What follows belongs to an exercise in optimizing a design on an open flow for small area, a short achievable clock period and few clock cycles; a production flow would make more cautious choices. The RTL was checked by simulation tests, not by an equivalence proof against the original design. Power and IR drop assume default switching activity.

==> 08-06 <==
==> flow/design.v <==
module maptable (
   input  logic        clk,
   input  logic        reset_n,
   input  logic [1:0]      in_valid,
   input  logic [1:0]      in_rd_valid,
   input  logic [1:0][4:0] rd_id,
   input  logic [1:0][4:0] rs1_id,
   input  logic [1:0][4:0] rs2_id,
   input  logic [1:0][5:0] alloc_prf,
   input  logic [1:0]      wr_en,
   input  logic [1:0][4:0] wr_arf,
   input  logic [1:0][5:0] wr_prf,
   output logic [3:0][5:0] src_prf,
   output logic [1:0][5:0] prd_old
);
   logic [6*32-1:0] spec, spec_next;
   logic [6*32-1:0] ident;
   logic            byp;
   always_comb begin
      for (int i = 0; i < 32; i++) ident[6*i +: 6] = 6'(i);
   end
   function automatic logic [5:0] rd_map(input logic [6*32-1:0] tbl, input logic [4:0] a);
      logic [5:0] r;
      r = '0;
      for (int i = 0; i < 32; i++) r = r | (tbl[6*i +: 6] & {6{a == 5'(i)}});
      rd_map = r;
   endfunction
   always_comb begin
      byp        = in_valid[0] && in_rd_valid[0];
      src_prf[0] = rd_map(spec, rs1_id[0]);
      src_prf[1] = rd_map(spec, rs2_id[0]);
      src_prf[2] = (byp && rs1_id[1] == rd_id[0]) ? alloc_prf[0] : rd_map(spec, rs1_id[1]);
      src_prf[3] = (byp && rs2_id[1] == rd_id[0]) ? alloc_prf[0] : rd_map(spec, rs2_id[1]);
      prd_old[0] = rd_map(spec, rd_id[0]);
      prd_old[1] = (byp && rd_id[1] == rd_id[0]) ? alloc_prf[0] : rd_map(spec, rd_id[1]);
   end
   always_comb begin
      spec_next = spec;
      for (int i = 0; i < 32; i++) begin
         if (wr_en[0] && wr_arf[0] == 5'(i)) spec_next[6*i +: 6] = wr_prf[0];
         if (wr_en[1] && wr_arf[1] == 5'(i)) spec_next[6*i +: 6] = wr_prf[1];
      end
   end
   always_ff @(posedge clk) begin
      if (!reset_n) spec <= ident;    
      else          spec <= spec_next;
   end
endmodule
module free_list (
   input  logic        clk,
   input  logic        reset_n,
   input  logic [1:0]      alloc_req,
   input  logic [1:0]      rel_en,
   input  logic [1:0][5:0] rel_prf,
   output logic [1:0][5:0] alloc_prf
);
   logic [63:0] free_map;
   logic [63:0] free_next;
   logic [63:0] lo_oh, hi_oh;      
   function automatic logic [63:0] first_one(input logic [63:0] v);
      logic [7:0] any, gsel, below;
      logic [63:0] r;
      for (int g = 0; g < 8; g++) any[g] = |v[8*g +: 8];
      below = '0;
      for (int g = 1; g < 8; g++) below[g] = below[g-1] | any[g-1];
      gsel = any & ~below;
      for (int g = 0; g < 8; g++) begin
         logic [7:0] w, wb;
         w  = v[8*g +: 8];
         wb = '0;
         for (int j = 1; j < 8; j++) wb[j] = wb[j-1] | w[j-1];
         r[8*g +: 8] = w & ~wb & {8{gsel[g]}};
      end
      first_one = r;
   endfunction
   function automatic logic [63:0] reverse(input logic [63:0] v);
      for (int i = 0; i < 64; i++) reverse[i] = v[63-i];
   endfunction
   function automatic logic [5:0] encode(input logic [63:0] oh);
      logic [5:0] r;
      r = '0;
      for (int i = 0; i < 64; i++) r = r | (6'(i) & {6{oh[i]}});
      encode = r;
   endfunction
   always_comb begin
      lo_oh = first_one(free_map);
      hi_oh = reverse(first_one(reverse(free_map)));
      alloc_prf[0] = encode(lo_oh);
      alloc_prf[1] = encode(hi_oh);
   end
   always_comb begin
      free_next = free_map & ~(lo_oh & {64{alloc_req[0]}}) & ~(hi_oh & {64{alloc_req[1]}});
      for (int i = 0; i < 2; i++) begin
         if (rel_en[i]) free_next[rel_prf[i]] = 1'b1;
      end
   end
   always_ff @(posedge clk) begin
      if (!reset_n) begin
         free_map <= {{32{1'b1}}, {32{1'b0}}};
      end else begin
         free_map <= free_next;
      end
   end
endmodule
module rename_rob (
   input  logic            clk,
   input  logic            reset_n,
   input  logic [1:0]      in_valid,
   input  logic [1:0]      in_rd_valid,
   input  logic [1:0][4:0] in_rd_id,
   input  logic [1:0][5:0] in_prd,
   input  logic [1:0][5:0] in_prd_old,
   input  logic            complete_valid,
   input  logic [3:0]      complete_idx,
   input  logic            mispredict_valid,
   input  logic [3:0]      mispredict_idx,
   output logic            ready,
   output logic [1:0][3:0] rob_idx,
   output logic            rec,
   output logic [1:0]      ret_valid,
   output logic [1:0]      rd_valid,
   output logic [1:0][4:0] rd_arf,
   output logic [1:0][5:0] rd_prf,
   output logic [1:0][5:0] rd_prf_old
);
   logic [15:0]      ent_rd_valid;
   logic [15:0][4:0] ent_rd_id;
   logic [15:0][5:0] ent_prd;
   logic [15:0][5:0] ent_prd_old;
   logic [15:0]      ent_done;
   logic [3:0] rp;            
   logic [3:0] rp1;           
   logic [3:0] hn;            
   logic [3:0] tail;          
   logic [4:0] count;         
   logic [1:0] accept;
   logic [1:0] acc_cnt, ret_cnt;
   logic [3:0] lim, hn_nx;
   logic [4:0] cnt_nx;
   logic [3:0] hn1, tail_acc;
   logic       sq_any, r0, r1, done0, done1, last, rec_nx;
   logic [1:0] wr_ev, wr_od;        
   logic       dv_ev, dv_od;
   logic [4:0] rd_ev, rd_od;
   logic [5:0] prd_ev, prd_od, old_ev, old_od;
   logic [15:0] we;
   logic [2:0] ev_i, od_i;
   logic       e_dv, o_dv;
   logic [4:0] e_rd, o_rd;
   logic [5:0] e_prd, o_prd, e_old, o_old;
   always_comb begin
      ready = !rec && ((count <= 5'd14) || (count == 5'd15 && !(in_valid[0] && in_valid[1])));
      accept     = in_valid & {2{ready && !mispredict_valid}};
      rob_idx[0] = tail;
      rob_idx[1] = tail + {3'b0, in_valid[0]};
      acc_cnt    = {1'b0, accept[0]} + {1'b0, accept[1]};
      tail_acc   = tail + {2'b0, acc_cnt};
   end
   always_comb begin
      hn1   = hn + 4'd1;
      last  = (rp == tail) || (rp - 4'd1 == tail);
      done0 = ent_done[hn]  || (complete_valid && complete_idx == hn);
      done1 = ent_done[hn1] || (complete_valid && complete_idx == hn1);
      sq_any = mispredict_idx != tail - 4'd1;
      rec_nx = mispredict_valid ? sq_any : (rec && !last);
      r0      = (count >= 5'd1) && done0 && !mispredict_valid && !(rec && !last);
      r1      = r0 && (count >= 5'd2) && done1;
      ret_cnt = {1'b0, r0} + {1'b0, r1};
      lim     = mispredict_idx + (4'd1 - hn);
      case ({acc_cnt, ret_cnt})
         4'b00_00, 4'b01_01, 4'b10_10: cnt_nx = count;
         4'b01_00, 4'b10_01:           cnt_nx = count + 5'd1;
         4'b10_00:                     cnt_nx = count + 5'd2;
         4'b00_01, 4'b01_10:           cnt_nx = count - 5'd1;
         default:                      cnt_nx = count - 5'd2;
      endcase
      case (ret_cnt)
         2'd0:    hn_nx = hn;
         2'd1:    hn_nx = hn1;
         default: hn_nx = hn + 4'd2;
      endcase
      ev_i  = rp[0] ? rp1[3:1] : rp[3:1];
      od_i  = rp[0] ? rp[3:1]  : rp1[3:1];
      e_dv  = ent_rd_valid[{ev_i, 1'b0}];
      e_rd  = ent_rd_id[{ev_i, 1'b0}];
      e_prd = ent_prd[{ev_i, 1'b0}];
      e_old = ent_prd_old[{ev_i, 1'b0}];
      o_dv  = ent_rd_valid[{od_i, 1'b1}];
      o_rd  = ent_rd_id[{od_i, 1'b1}];
      o_prd = ent_prd[{od_i, 1'b1}];
      o_old = ent_prd_old[{od_i, 1'b1}];
      rd_valid[0]   = rp[0] ? o_dv  : e_dv;
      rd_arf[0]     = rp[0] ? o_rd  : e_rd;
      rd_prf[0]     = rp[0] ? o_prd : e_prd;
      rd_prf_old[0] = rp[0] ? o_old : e_old;
      rd_valid[1]   = (rp[0] ? e_dv : o_dv) && !(rec && rp == tail);
      rd_arf[1]     = rp[0] ? e_rd  : o_rd;
      rd_prf[1]     = rp[0] ? e_prd : o_prd;
      rd_prf_old[1] = rp[0] ? e_old : o_old;
   end
   always_comb begin
      wr_ev  = tail[0] ? 2'b10 : (in_valid[0] ? 2'b01 : 2'b10);
      wr_od  = tail[0] ? (in_valid[0] ? 2'b01 : 2'b10) : 2'b10;
      dv_ev  = wr_ev[0] ? in_rd_valid[0] : in_rd_valid[1];
      rd_ev  = wr_ev[0] ? in_rd_id[0]    : in_rd_id[1];
      prd_ev = wr_ev[0] ? in_prd[0]      : in_prd[1];
      old_ev = wr_ev[0] ? in_prd_old[0]  : in_prd_old[1];
      dv_od  = wr_od[0] ? in_rd_valid[0] : in_rd_valid[1];
      rd_od  = wr_od[0] ? in_rd_id[0]    : in_rd_id[1];
      prd_od = wr_od[0] ? in_prd[0]      : in_prd[1];
      old_od = wr_od[0] ? in_prd_old[0]  : in_prd_old[1];
      for (int i = 0; i < 16; i++)
         we[i] = !rec && ((count <= 5'd15 && tail == 4'(i)) || (count <= 5'd14 && tail + 4'd1 == 4'(i)));
   end
   always_ff @(posedge clk) begin
      for (int i = 0; i < 16; i++) begin
         if (we[i]) begin
            ent_rd_valid[i] <= (i % 2 == 0) ? dv_ev  : dv_od;
            ent_rd_id[i]    <= (i % 2 == 0) ? rd_ev  : rd_od;
            ent_prd[i]      <= (i % 2 == 0) ? prd_ev : prd_od;
            ent_prd_old[i]  <= (i % 2 == 0) ? old_ev : old_od;
            ent_done[i]     <= 1'b0;
         end
      end
      if (complete_valid) ent_done[complete_idx] <= 1'b1;
   end
   always_ff @(posedge clk) begin
      if (!reset_n) begin
         rp        <= '0;
         rp1       <= 4'd1;
         hn        <= '0;
         tail      <= '0;
         count     <= '0;
         rec       <= 1'b0;
         ret_valid <= '0;
      end else begin
         hn        <= hn_nx;
         ret_valid <= {r1, r0};
         rec       <= rec_nx;
         if (mispredict_valid) begin
            tail  <= mispredict_idx + 4'd1;
            count <= {lim == 4'd0, lim};
            rp    <= rec_nx ? tail - 4'd1 : hn;
            rp1   <= rec_nx ? tail - 4'd2 : hn1;
         end else begin
            tail  <= tail_acc;
            count <= cnt_nx;
            rp    <= rec_nx ? rp - 4'd2 : hn;
            rp1   <= rec_nx ? rp - 4'd3 : hn1;
         end
      end
   end
endmodule
module rename_unit (
   input  logic       clk,
   input  logic       reset_n,
   input  logic       in0_valid,
   input  logic       in0_rd_valid,
   input  logic [4:0] in0_rd,
   input  logic [4:0] in0_rs1,
   input  logic [4:0] in0_rs2,
   input  logic       in1_valid,
   input  logic       in1_rd_valid,
   input  logic [4:0] in1_rd,
   input  logic [4:0] in1_rs1,
   input  logic [4:0] in1_rs2,
   output logic       rename_ready,
   output logic [5:0] out0_prf_rs1,
   output logic [5:0] out0_prf_rs2,
   output logic [5:0] out0_prd,
   output logic [5:0] out0_prd_old,
   output logic [3:0] out0_rob_idx,
   output logic [5:0] out1_prf_rs1,
   output logic [5:0] out1_prf_rs2,
   output logic [5:0] out1_prd,
   output logic [5:0] out1_prd_old,
   output logic [3:0] out1_rob_idx,
   input  logic       complete_valid,
   input  logic [3:0] complete_idx,
   input  logic       mispredict_valid,
   input  logic [3:0] mispredict_idx,
   output logic       ret0_valid,
   output logic       ret0_wb,
   output logic [4:0] ret0_arf,
   output logic [5:0] ret0_prf,
   output logic [5:0] ret0_prf_old,
   output logic       ret1_valid,
   output logic       ret1_wb,
   output logic [4:0] ret1_arf,
   output logic [5:0] ret1_prf,
   output logic [5:0] ret1_prf_old
);
   logic [1:0]      alloc_req, in_valid, in_rd_valid;
   logic [1:0][4:0] in_rd, in_rs1, in_rs2;
   logic [1:0][5:0] alloc_prf, prd_old;
   logic [3:0][5:0] src_prf;
   logic [1:0][3:0] rob_idx;
   logic            rec;
   logic [1:0]      ret_valid, rd_valid;
   logic [1:0][4:0] rd_arf;
   logic [1:0][5:0] rd_prf, rd_prf_old;
   assign in_valid    = {in1_valid, in0_valid};
   assign in_rd_valid = {in1_rd_valid, in0_rd_valid};
   assign in_rd       = {in1_rd, in0_rd};
   assign in_rs1      = {in1_rs1, in0_rs1};
   assign in_rs2      = {in1_rs2, in0_rs2};
   assign alloc_req = in_valid & in_rd_valid & {2{rename_ready && !mispredict_valid}};
   assign {out0_prf_rs1, out0_prf_rs2, out0_prd, out0_prd_old, out0_rob_idx} =
          {src_prf[0], src_prf[1], alloc_prf[0], prd_old[0], rob_idx[0]};
   assign {out1_prf_rs1, out1_prf_rs2, out1_prd, out1_prd_old, out1_rob_idx} =
          {src_prf[2], src_prf[3], alloc_prf[1], prd_old[1], rob_idx[1]};
   assign {ret0_valid, ret0_wb, ret0_arf, ret0_prf, ret0_prf_old} =
          {ret_valid[0], rd_valid[0], rd_arf[0], rd_prf[0], rd_prf_old[0]};
   assign {ret1_valid, ret1_wb, ret1_arf, ret1_prf, ret1_prf_old} =
          {ret_valid[1], rd_valid[1], rd_arf[1], rd_prf[1], rd_prf_old[1]};
   maptable u_maptable (
      .clk, .reset_n,
      .in_valid, .in_rd_valid,
      .rd_id (in_rd), .rs1_id (in_rs1), .rs2_id (in_rs2), .alloc_prf,
      .wr_en  (rec ? (rd_valid & {2{rec}}) : alloc_req),
      .wr_arf (rec ? rd_arf : in_rd),
      .wr_prf (rec ? rd_prf_old : alloc_prf),
      .src_prf, .prd_old
   );
   free_list u_free_list (
      .clk, .reset_n, .alloc_req,
      .rel_en  (rec ? rd_valid : (ret_valid & rd_valid)),
      .rel_prf (rec ? rd_prf : rd_prf_old),
      .alloc_prf
   );
   rename_rob u_rename_rob (
      .clk, .reset_n, .in_valid,
      .in_rd_valid, .in_rd_id (in_rd), .in_prd (alloc_prf), .in_prd_old (prd_old),
      .complete_valid, .complete_idx, .mispredict_valid, .mispredict_idx,
      .ready (rename_ready), .rob_idx,
      .rec, .ret_valid, .rd_valid, .rd_arf, .rd_prf, .rd_prf_old
   );
endmodule
==> flow/run.sh <==
#!/bin/bash
# synth_recipe.tcl (not shown) runs the flow's synth.tcl, then flattens the netlist and writes it again
# the make line also repeats each setting of config.mk as NAME=value (left out here)
make -C /OpenROAD-flow-scripts/flow DESIGN_CONFIG=/design/flow/config.mk WORK_HOME=/design/flow/orfs CLKGATE_MAP_FILE= SYNTH_SCRIPT=/design/flow/synth_recipe.tcl finish
==> flow/config.mk <==
export PLATFORM = sky130hd
export DESIGN_NAME = rename_unit
export DESIGN_NICKNAME = rename_unit
export VERILOG_FILES = /design/flow/design.v
export SDC_FILE = /design/flow/constraint.sdc
export NUM_CORES = 4
export LEC_CHECK = 0
export ABC_AREA = 1
export CAP_MARGIN = 20
export CORE_MARGIN = 2
export CORE_UTILIZATION = 25
export PLACE_DENSITY = 0.35
export SETUP_SLACK_MARGIN = 4
export SLEW_MARGIN = 20
==> flow/constraint.sdc <==
create_clock -name core_clock -period 10.0 [get_ports {clk}]
set_input_delay 2.0000 -clock core_clock [delete_from_list [all_inputs] [get_ports {clk}]]
set_output_delay 2.0000 -clock core_clock [all_outputs]
set_load 0.01 [all_outputs]
==> 04-25 (differences from 08-06) <==
--- a/flow/design.v
+++ b/flow/design.v
@@ -19,20 +19,33 @@
    always_comb begin
       for (int i = 0; i < 32; i++) ident[6*i +: 6] = 6'(i);
    end
-   function automatic logic [5:0] rd_map(input logic [6*32-1:0] tbl, input logic [4:0] a);
-      logic [5:0] r;
+   function automatic logic [5:0] rd_map(input logic [6*32-1:0] tbl, input logic [3:0] p2,
+                                         input logic [7:0] p3);
+      logic [5:0] r, q;
       r = '0;
-      for (int i = 0; i < 32; i++) r = r | (tbl[6*i +: 6] & {6{a == 5'(i)}});
+      for (int g = 0; g < 8; g++) begin
+         q = '0;
+         for (int j = 0; j < 4; j++) q = q | (tbl[6*(4*g+j) +: 6] & {6{p2[j]}});
+         r = r | (q & {6{p3[g]}});
+      end
       rd_map = r;
    endfunction
+   logic [5:0][3:0] p2;
+   logic [5:0][7:0] p3;
+   predecode u_pd0 (.a (rs1_id[0]), .p2 (p2[0]), .p3 (p3[0]));
+   predecode u_pd1 (.a (rs2_id[0]), .p2 (p2[1]), .p3 (p3[1]));
+   predecode u_pd2 (.a (rs1_id[1]), .p2 (p2[2]), .p3 (p3[2]));
+   predecode u_pd3 (.a (rs2_id[1]), .p2 (p2[3]), .p3 (p3[3]));
+   predecode u_pd4 (.a (rd_id[0]),  .p2 (p2[4]), .p3 (p3[4]));
+   predecode u_pd5 (.a (rd_id[1]),  .p2 (p2[5]), .p3 (p3[5]));
    always_comb begin
       byp        = in_valid[0] && in_rd_valid[0];
-      src_prf[0] = rd_map(spec, rs1_id[0]);
-      src_prf[1] = rd_map(spec, rs2_id[0]);
-      src_prf[2] = (byp && rs1_id[1] == rd_id[0]) ? alloc_prf[0] : rd_map(spec, rs1_id[1]);
-      src_prf[3] = (byp && rs2_id[1] == rd_id[0]) ? alloc_prf[0] : rd_map(spec, rs2_id[1]);
-      prd_old[0] = rd_map(spec, rd_id[0]);
-      prd_old[1] = (byp && rd_id[1] == rd_id[0]) ? alloc_prf[0] : rd_map(spec, rd_id[1]);
+      src_prf[0] = rd_map(spec, p2[0], p3[0]);
+      src_prf[1] = rd_map(spec, p2[1], p3[1]);
+      src_prf[2] = (byp && rs1_id[1] == rd_id[0]) ? alloc_prf[0] : rd_map(spec, p2[2], p3[2]);
+      src_prf[3] = (byp && rs2_id[1] == rd_id[0]) ? alloc_prf[0] : rd_map(spec, p2[3], p3[3]);
+      prd_old[0] = rd_map(spec, p2[4], p3[4]);
+      prd_old[1] = (byp && rd_id[1] == rd_id[0]) ? alloc_prf[0] : rd_map(spec, p2[5], p3[5]);
    end
    always_comb begin
       spec_next = spec;
@@ -46,6 +59,16 @@
       else          spec <= spec_next;
    end
 endmodule
+module predecode (
+   input  logic [4:0] a,
+   output logic [3:0] p2,
+   output logic [7:0] p3
+);
+   always_comb begin
+      for (int j = 0; j < 4; j++) p2[j] = a[1:0] == 2'(j);
+      for (int g = 0; g < 8; g++) p3[g] = a[4:2] == 3'(g);
+   end
+endmodule
 module free_list (
    input  logic        clk,
    input  logic        reset_n,
@@ -116,7 +139,8 @@
    input  logic [3:0]      mispredict_idx,
    output logic            ready,
    output logic [1:0][3:0] rob_idx,
-   output logic            rec,
+   output logic            umode,       
+   output logic [1:0]      undo_en,
    output logic [1:0]      ret_valid,
    output logic [1:0]      rd_valid,
    output logic [1:0][4:0] rd_arf,
@@ -138,12 +162,16 @@
    logic [3:0] lim, hn_nx;
    logic [4:0] cnt_nx;
    logic [3:0] hn1, tail_acc;
+   logic       rec;           
+   logic       wk, sq2, more;
+   logic [3:0] tail_nx;
    logic       sq_any, r0, r1, done0, done1, last, rec_nx;
    logic [1:0] wr_ev, wr_od;        
    logic       dv_ev, dv_od;
    logic [4:0] rd_ev, rd_od;
    logic [5:0] prd_ev, prd_od, old_ev, old_od;
    logic [15:0] we;
+   logic       rd_valid0, rd_valid1;
    logic [2:0] ev_i, od_i;
    logic       e_dv, o_dv;
    logic [4:0] e_rd, o_rd;
@@ -155,6 +183,7 @@
       rob_idx[1] = tail + {3'b0, in_valid[0]};
       acc_cnt    = {1'b0, accept[0]} + {1'b0, accept[1]};
       tail_acc   = tail + {2'b0, acc_cnt};
+      tail_nx    = mispredict_valid ? mispredict_idx + 4'd1 : tail_acc;
    end
    always_comb begin
       hn1   = hn + 4'd1;
@@ -162,7 +191,10 @@
       done0 = ent_done[hn]  || (complete_valid && complete_idx == hn);
       done1 = ent_done[hn1] || (complete_valid && complete_idx == hn1);
       sq_any = mispredict_idx != tail - 4'd1;
-      rec_nx = mispredict_valid ? sq_any : (rec && !last);
+      sq2    = sq_any && mispredict_idx != tail - 4'd2;
+      wk     = !rec && !ret_valid[0];
+      more   = wk ? (sq2 && mispredict_idx != tail - 4'd3) : sq_any;
+      rec_nx = mispredict_valid ? more : (rec && !last);
       r0      = (count >= 5'd1) && done0 && !mispredict_valid && !(rec && !last);
       r1      = r0 && (count >= 5'd2) && done1;
       ret_cnt = {1'b0, r0} + {1'b0, r1};
@@ -189,14 +221,19 @@
       o_rd  = ent_rd_id[{od_i, 1'b1}];
       o_prd = ent_prd[{od_i, 1'b1}];
       o_old = ent_prd_old[{od_i, 1'b1}];
-      rd_valid[0]   = rp[0] ? o_dv  : e_dv;
+      rd_valid0     = rp[0] ? o_dv  : e_dv;
+      rd_valid1     = rp[0] ? e_dv  : o_dv;
+      rd_valid[0]   = rd_valid0;
       rd_arf[0]     = rp[0] ? o_rd  : e_rd;
       rd_prf[0]     = rp[0] ? o_prd : e_prd;
       rd_prf_old[0] = rp[0] ? o_old : e_old;
-      rd_valid[1]   = (rp[0] ? e_dv : o_dv) && !(rec && rp == tail);
+      rd_valid[1]   = rd_valid1;
       rd_arf[1]     = rp[0] ? e_rd  : o_rd;
       rd_prf[1]     = rp[0] ? e_prd : o_prd;
       rd_prf_old[1] = rp[0] ? e_old : o_old;
+      umode      = rec || (mispredict_valid && wk);
+      undo_en[0] = (rec || (mispredict_valid && wk && sq_any)) && rd_valid0;
+      undo_en[1] = (rec ? rp != tail : (mispredict_valid && wk && sq2)) && rd_valid1;
    end
    always_comb begin
       wr_ev  = tail[0] ? 2'b10 : (in_valid[0] ? 2'b01 : 2'b10);
@@ -226,8 +263,8 @@
    end
    always_ff @(posedge clk) begin
       if (!reset_n) begin
-         rp        <= '0;
-         rp1       <= 4'd1;
+         rp        <= 4'd15;
+         rp1       <= 4'd14;
          hn        <= '0;
          tail      <= '0;
          count     <= '0;
@@ -240,13 +277,19 @@
          if (mispredict_valid) begin
             tail  <= mispredict_idx + 4'd1;
             count <= {lim == 4'd0, lim};
-            rp    <= rec_nx ? tail - 4'd1 : hn;
-            rp1   <= rec_nx ? tail - 4'd2 : hn1;
          end else begin
             tail  <= tail_acc;
             count <= cnt_nx;
-            rp    <= rec_nx ? rp - 4'd2 : hn;
-            rp1   <= rec_nx ? rp - 4'd3 : hn1;
+         end
+         if (rec_nx) begin
+            rp  <= mispredict_valid ? (wk ? tail - 4'd3 : tail - 4'd1) : rp - 4'd2;
+            rp1 <= mispredict_valid ? (wk ? tail - 4'd4 : tail - 4'd2) : rp - 4'd3;
+         end else if (r0) begin
+            rp  <= hn;
+            rp1 <= hn1;
+         end else begin
+            rp  <= tail_nx - 4'd1;
+            rp1 <= tail_nx - 4'd2;
          end
       end
    end
@@ -295,7 +338,8 @@
    logic [1:0][5:0] alloc_prf, prd_old;
    logic [3:0][5:0] src_prf;
    logic [1:0][3:0] rob_idx;
-   logic            rec;
+   logic            umode;
+   logic [1:0]      undo_en;
    logic [1:0]      ret_valid, rd_valid;
    logic [1:0][4:0] rd_arf;
    logic [1:0][5:0] rd_prf, rd_prf_old;
@@ -317,15 +361,15 @@
       .clk, .reset_n,
       .in_valid, .in_rd_valid,
       .rd_id (in_rd), .rs1_id (in_rs1), .rs2_id (in_rs2), .alloc_prf,
-      .wr_en  (rec ? (rd_valid & {2{rec}}) : alloc_req),
-      .wr_arf (rec ? rd_arf : in_rd),
-      .wr_prf (rec ? rd_prf_old : alloc_prf),
+      .wr_en  (undo_en | alloc_req),
+      .wr_arf (umode ? rd_arf : in_rd),
+      .wr_prf (umode ? rd_prf_old : alloc_prf),
       .src_prf, .prd_old
    );
    free_list u_free_list (
       .clk, .reset_n, .alloc_req,
-      .rel_en  (rec ? rd_valid : (ret_valid & rd_valid)),
-      .rel_prf (rec ? rd_prf : rd_prf_old),
+      .rel_en  (umode ? undo_en : (ret_valid & rd_valid)),
+      .rel_prf (umode ? rd_prf : rd_prf_old),
       .alloc_prf
    );
    rename_rob u_rename_rob (
@@ -333,6 +377,6 @@
       .in_rd_valid, .in_rd_id (in_rd), .in_prd (alloc_prf), .in_prd_old (prd_old),
       .complete_valid, .complete_idx, .mispredict_valid, .mispredict_idx,
       .ready (rename_ready), .rob_idx,
-      .rec, .ret_valid, .rd_valid, .rd_arf, .rd_prf, .rd_prf_old
+      .umode, .undo_en, .ret_valid, .rd_valid, .rd_arf, .rd_prf, .rd_prf_old
    );
 endmodule
--- a/flow/config.mk
+++ b/flow/config.mk
@@ -9,6 +9,11 @@
 export CAP_MARGIN = 20
 export CORE_MARGIN = 2
 export CORE_UTILIZATION = 25
+export CTS_CLUSTER_DIAMETER = 100
+export CTS_CLUSTER_SIZE = 20
 export PLACE_DENSITY = 0.35
-export SETUP_SLACK_MARGIN = 4
+export SETUP_SLACK_MARGIN = 4.4
 export SLEW_MARGIN = 20
+export SYNTH_HIERARCHICAL = 1
+export SYNTH_MINIMUM_KEEP_SIZE = 0
+export TNS_END_PERCENT = 5
==> 02-21 (differences from 08-06) <==
--- a/flow/config.mk
+++ b/flow/config.mk
@@ -12,3 +12,4 @@
 export PLACE_DENSITY = 0.35
 export SETUP_SLACK_MARGIN = 4
 export SLEW_MARGIN = 20
+export TNS_END_PERCENT = 5
==> comparison table <==
quantity	08-06	02-21	04-25
Area of the die	171000 sq um	171000 sq um	170000 sq um
Post-DR vias/cell	5.69	5.72	5.46
Global-route total usage across every layer	0.363	0.362	0.299
Number of cell rows	150	150	149
Areal power density over the cells	217 nW/um^2	221 nW/um^2	211 nW/um^2
Power share of the sequential group	0.247	0.249	0.291
Power attributed to combinational cells	5.91 mW	5.84 mW	5.56 mW
Result of the run	finished clean	finished clean	finished clean
Utilization after layout	0.328	0.320	0.303
Initial DRT Pass Iterations	6	6	8
Launch point of the worst path	in1_rs2[0]	in0_rd[2]	in1_rs1[0]
Max stage delay cell, worst path	sky130_fd_sc_hd__o211ai_1	sky130_fd_sc_hd__a2111oi_4	sky130_fd_sc_hd__bufbuf_16
Wire length on met1	137000 um	138000 um	112000 um
Number of filler instances in the final layout	18.3k	18.4k	18.4k
Via count of the first global-routing pass	46.8k	46.5k	44.7k
Net count after synthesis	6259	6259	6553
Die Y-Extent	413 um	413 um	412 um
First-pass GRT wire length	423000 um	422000 um	362000 um
Worst clock skew	0.0371 ns	0.0430 ns	0.0703 ns
Testbench counts of 08-06, summed over its fixed seeds: cycles 50,279.
Testbench counts of 04-25, summed over its fixed seeds: cycles 49,823.
Testbench counts of 02-21, summed over its fixed seeds: cycles 50,279.

port drivers added, routing unchanged:
How much do the figures lean on ideal ports? The routed layouts below were timed once more, with nothing changed but the port constraints. Step 1 assumes that a clkbuf_16 drives the clock port and a buf_2 every other input. Step 2, shift: input delay + t, output delay - t, t = (earliest + latest rising clock arrival at the registers) / 2. This alone moves slack from input paths to output paths. Slacks: no drivers / after step 1 / after step 2; pairs: no drivers / after step 1.
run | shift t [ns] | setup slack, ns | latest minus earliest clock arrival (ns)
08-06 | 0.803 | 3.786 / 3.762 / 3.552 | 0.037 / 0.037
04-25 | 0.745 | 4.107 / 4.076 / 3.801 | 0.070 / 0.070
02-21 | 0.807 | 3.800 / 3.681 / 3.604 | 0.043 / 0.043
After both steps setup and hold are still met in every run listed. For 04-25, which loses most, drivers alone change the setup slack by -0.031 ns; drivers and shift together by -0.306 ns.
